From an optimization exercise on the open Yosys and OpenROAD flow, aimed at small area, a short achievable clock period and few clock cycles per item; shortcuts taken in it are not production practice. Only simulation tests tie the RTL to the original design; equivalence was not proved.

==> harbor: inputs <==
Design idct_top, start of the top module:
module idct_top (
	input logic Clock,
	input logic Resetn,
	input logic start,
	input logic coef_we,
	input logic [5:0] coef_addr,
	input logic [15:0] coef_data_in,
	output logic pixel_valid,
	output logic [5:0] pixel_index,
	output logic [7:0] pixel_value,
	output logic busy,
	output logic done
);
==> module idct_coef_ring, before the edit <==
module idct_coef_ring (
	input logic Clock,
	input logic wr_en,
	input logic [2:0] wr_pos,
	input logic [2:0] wr_slot,
	input logic [15:0] wr_data,
	output logic [127:0] head
);
	logic [1023:0] ring;
	logic [1023:0] shifted;
	logic [127:0] wrapped;
	logic [1023:0] pol;
	logic [1023:0] ring_true;
	always_comb begin
		for (int p = 0; p < 8; p++) begin
			pol[p*128 +: 128] = {128{p[0]}};
		end
	end
	assign ring_true = ring ^ pol;
	assign head = ring[127:0];
	assign wrapped[0*16 +: 16] = ring_true[0*16 +: 16];
	assign wrapped[3*16 +: 16] = ring_true[1*16 +: 16];
	assign wrapped[6*16 +: 16] = ring_true[2*16 +: 16];
	assign wrapped[7*16 +: 16] = ~ring_true[3*16 +: 16];
	assign wrapped[4*16 +: 16] = ~ring_true[4*16 +: 16];
	assign wrapped[1*16 +: 16] = ~ring_true[5*16 +: 16];
	assign wrapped[2*16 +: 16] = ~ring_true[6*16 +: 16];
	assign wrapped[5*16 +: 16] = ~ring_true[7*16 +: 16];
	assign shifted = {wrapped, ring_true[1023:128]};
	always_ff @(posedge Clock) begin
		for (int p = 0; p < 8; p++) begin
			for (int s = 0; s < 8; s++) begin
				if (wr_en && (wr_pos == 3'(p)) && (wr_slot == 3'(s))) begin
					ring[p*128 + s*16 +: 16] <= wr_data ^ {16{p[0]}};
				end else begin
					ring[p*128 + s*16 +: 16] <= shifted[p*128 + s*16 +: 16] ^ {16{p[0]}};
				end
			end
		end
	end
endmodule
export LEC_CHECK = 0
export CAP_MARGIN = 20
export CORE_MARGIN = 2
export CORE_UTILIZATION = 40
export CTS_CLUSTER_DIAMETER = 150
export CTS_CLUSTER_SIZE = 30
export SLEW_MARGIN = 20
create_clock -name core_clock -period 11.0 [get_ports {Clock}]
run.sh (not shown) runs the stock make flow with config.mk's settings and CLKGATE_MAP_FILE= SYNTH_SCRIPT=/design/flow/synth_recipe.tcl, a recipe that flattens the netlist after the stock synthesis.
==> cedar: changes against harbor <==
--- a/flow/design.v
+++ b/flow/design.v
@@ -97,31 +97,23 @@
 	logic [1023:0] ring;
 	logic [1023:0] shifted;
 	logic [127:0] wrapped;
-	logic [1023:0] pol;
-	logic [1023:0] ring_true;
-	always_comb begin
-		for (int p = 0; p < 8; p++) begin
-			pol[p*128 +: 128] = {128{p[0]}};
-		end
-	end
-	assign ring_true = ring ^ pol;
 	assign head = ring[127:0];
-	assign wrapped[0*16 +: 16] = ring_true[0*16 +: 16];
-	assign wrapped[3*16 +: 16] = ring_true[1*16 +: 16];
-	assign wrapped[6*16 +: 16] = ring_true[2*16 +: 16];
-	assign wrapped[7*16 +: 16] = ~ring_true[3*16 +: 16];
-	assign wrapped[4*16 +: 16] = ~ring_true[4*16 +: 16];
-	assign wrapped[1*16 +: 16] = ~ring_true[5*16 +: 16];
-	assign wrapped[2*16 +: 16] = ~ring_true[6*16 +: 16];
-	assign wrapped[5*16 +: 16] = ~ring_true[7*16 +: 16];
-	assign shifted = {wrapped, ring_true[1023:128]};
+	assign wrapped[0*16 +: 16] = ring[0*16 +: 16];
+	assign wrapped[3*16 +: 16] = ring[1*16 +: 16];
+	assign wrapped[6*16 +: 16] = ring[2*16 +: 16];
+	assign wrapped[7*16 +: 16] = ~ring[3*16 +: 16];
+	assign wrapped[4*16 +: 16] = ~ring[4*16 +: 16];
+	assign wrapped[1*16 +: 16] = ~ring[5*16 +: 16];
+	assign wrapped[2*16 +: 16] = ~ring[6*16 +: 16];
+	assign wrapped[5*16 +: 16] = ~ring[7*16 +: 16];
+	assign shifted = {wrapped, ring[1023:128]};
 	always_ff @(posedge Clock) begin
 		for (int p = 0; p < 8; p++) begin
 			for (int s = 0; s < 8; s++) begin
 				if (wr_en && (wr_pos == 3'(p)) && (wr_slot == 3'(s))) begin
-					ring[p*128 + s*16 +: 16] <= wr_data ^ {16{p[0]}};
+					ring[p*128 + s*16 +: 16] <= wr_data;
 				end else begin
-					ring[p*128 + s*16 +: 16] <= shifted[p*128 + s*16 +: 16] ^ {16{p[0]}};
+					ring[p*128 + s*16 +: 16] <= shifted[p*128 + s*16 +: 16];
 				end
 			end
 		end
Settings changed: ABC_CLOCK_PERIOD_IN_PS set to 4000, CTS_CLUSTER_DIAMETER 150 to unset, CTS_CLUSTER_SIZE 30 to unset.
==> summary of the runs <==
Against harbor, the maximum frequency of cedar is larger by 3.4%. Register-to-register slack: cedar is better than harbor (0.15 ns). Of harbor and cedar, harbor has the higher hold slack (gap 0.015 ns). Of harbor and cedar, harbor has the higher via count (gap about 4%, measured against cedar). Against cedar, the synthesized cell count of harbor is larger by 8.9%. Against harbor, the non-clock buffer count of cedar is lower by 11.
==> figures <==
Status: harbor no timing/DRC/antenna violations; cedar no timing/DRC/antenna violations
Non-clock buffering overhead: harbor 1.26%; cedar 1.02%
Clock buf/inv share: harbor 2.31%; cedar 6.72%
Utilization of the core after routing: harbor 42.9%; cedar 44.8%
Per-cell routed wire length: harbor 22.1 um; cedar 22.4 um
WL final: harbor 222000 um; cedar 219000 um
Met3 Track Usage GR: harbor 2.43%; cedar 3.11%
Synthesized area per cell: harbor 10.7 um^2; cedar 11.9 um^2
Worst-case hold slack: harbor 0.344 ns; cedar 0.328 ns
Multiplexer share of the synthesized area: harbor 5.53%; cedar 13.3%
Startpoint of the worst hold path: harbor sr[5][10]; cedar sr[5][1]
Via-to-Cell Ratio: harbor 4.76; cedar 4.71
Testbench counts of harbor, summed over its fixed seeds: cycles 13,848, blocks 96.
Testbench counts of cedar, summed over its fixed seeds: cycles 13,848, blocks 96.

-- re-timing with driven ports --
The results above use ideal ports. As a check the final layouts listed here were re-extracted and re-timed, cells and wires unchanged. Step 1 (the two cells are an assumption about what drives the block):
set clk [get_ports {Clock}]
set_driving_cell -lib_cell sky130_fd_sc_hd__clkbuf_16 $clk
set_driving_cell -lib_cell sky130_fd_sc_hd__buf_2 [delete_from_list [all_inputs] $clk]
Step 2 also shifts input and output timing later by t, the mid clock arrival at the registers, as if the neighbouring blocks saw the same clock. a / b / c = no drivers / after step 1 / after step 2; a / b = the first two.
run	shift t [ns]	setup slack, ns	worst setup path after step 2
harbor	0.821	6.442 / 6.442 / 6.442	register to register
cedar	0.916	6.592 / 6.592 / 6.592	register to register
After both steps every run listed still meets setup and hold.
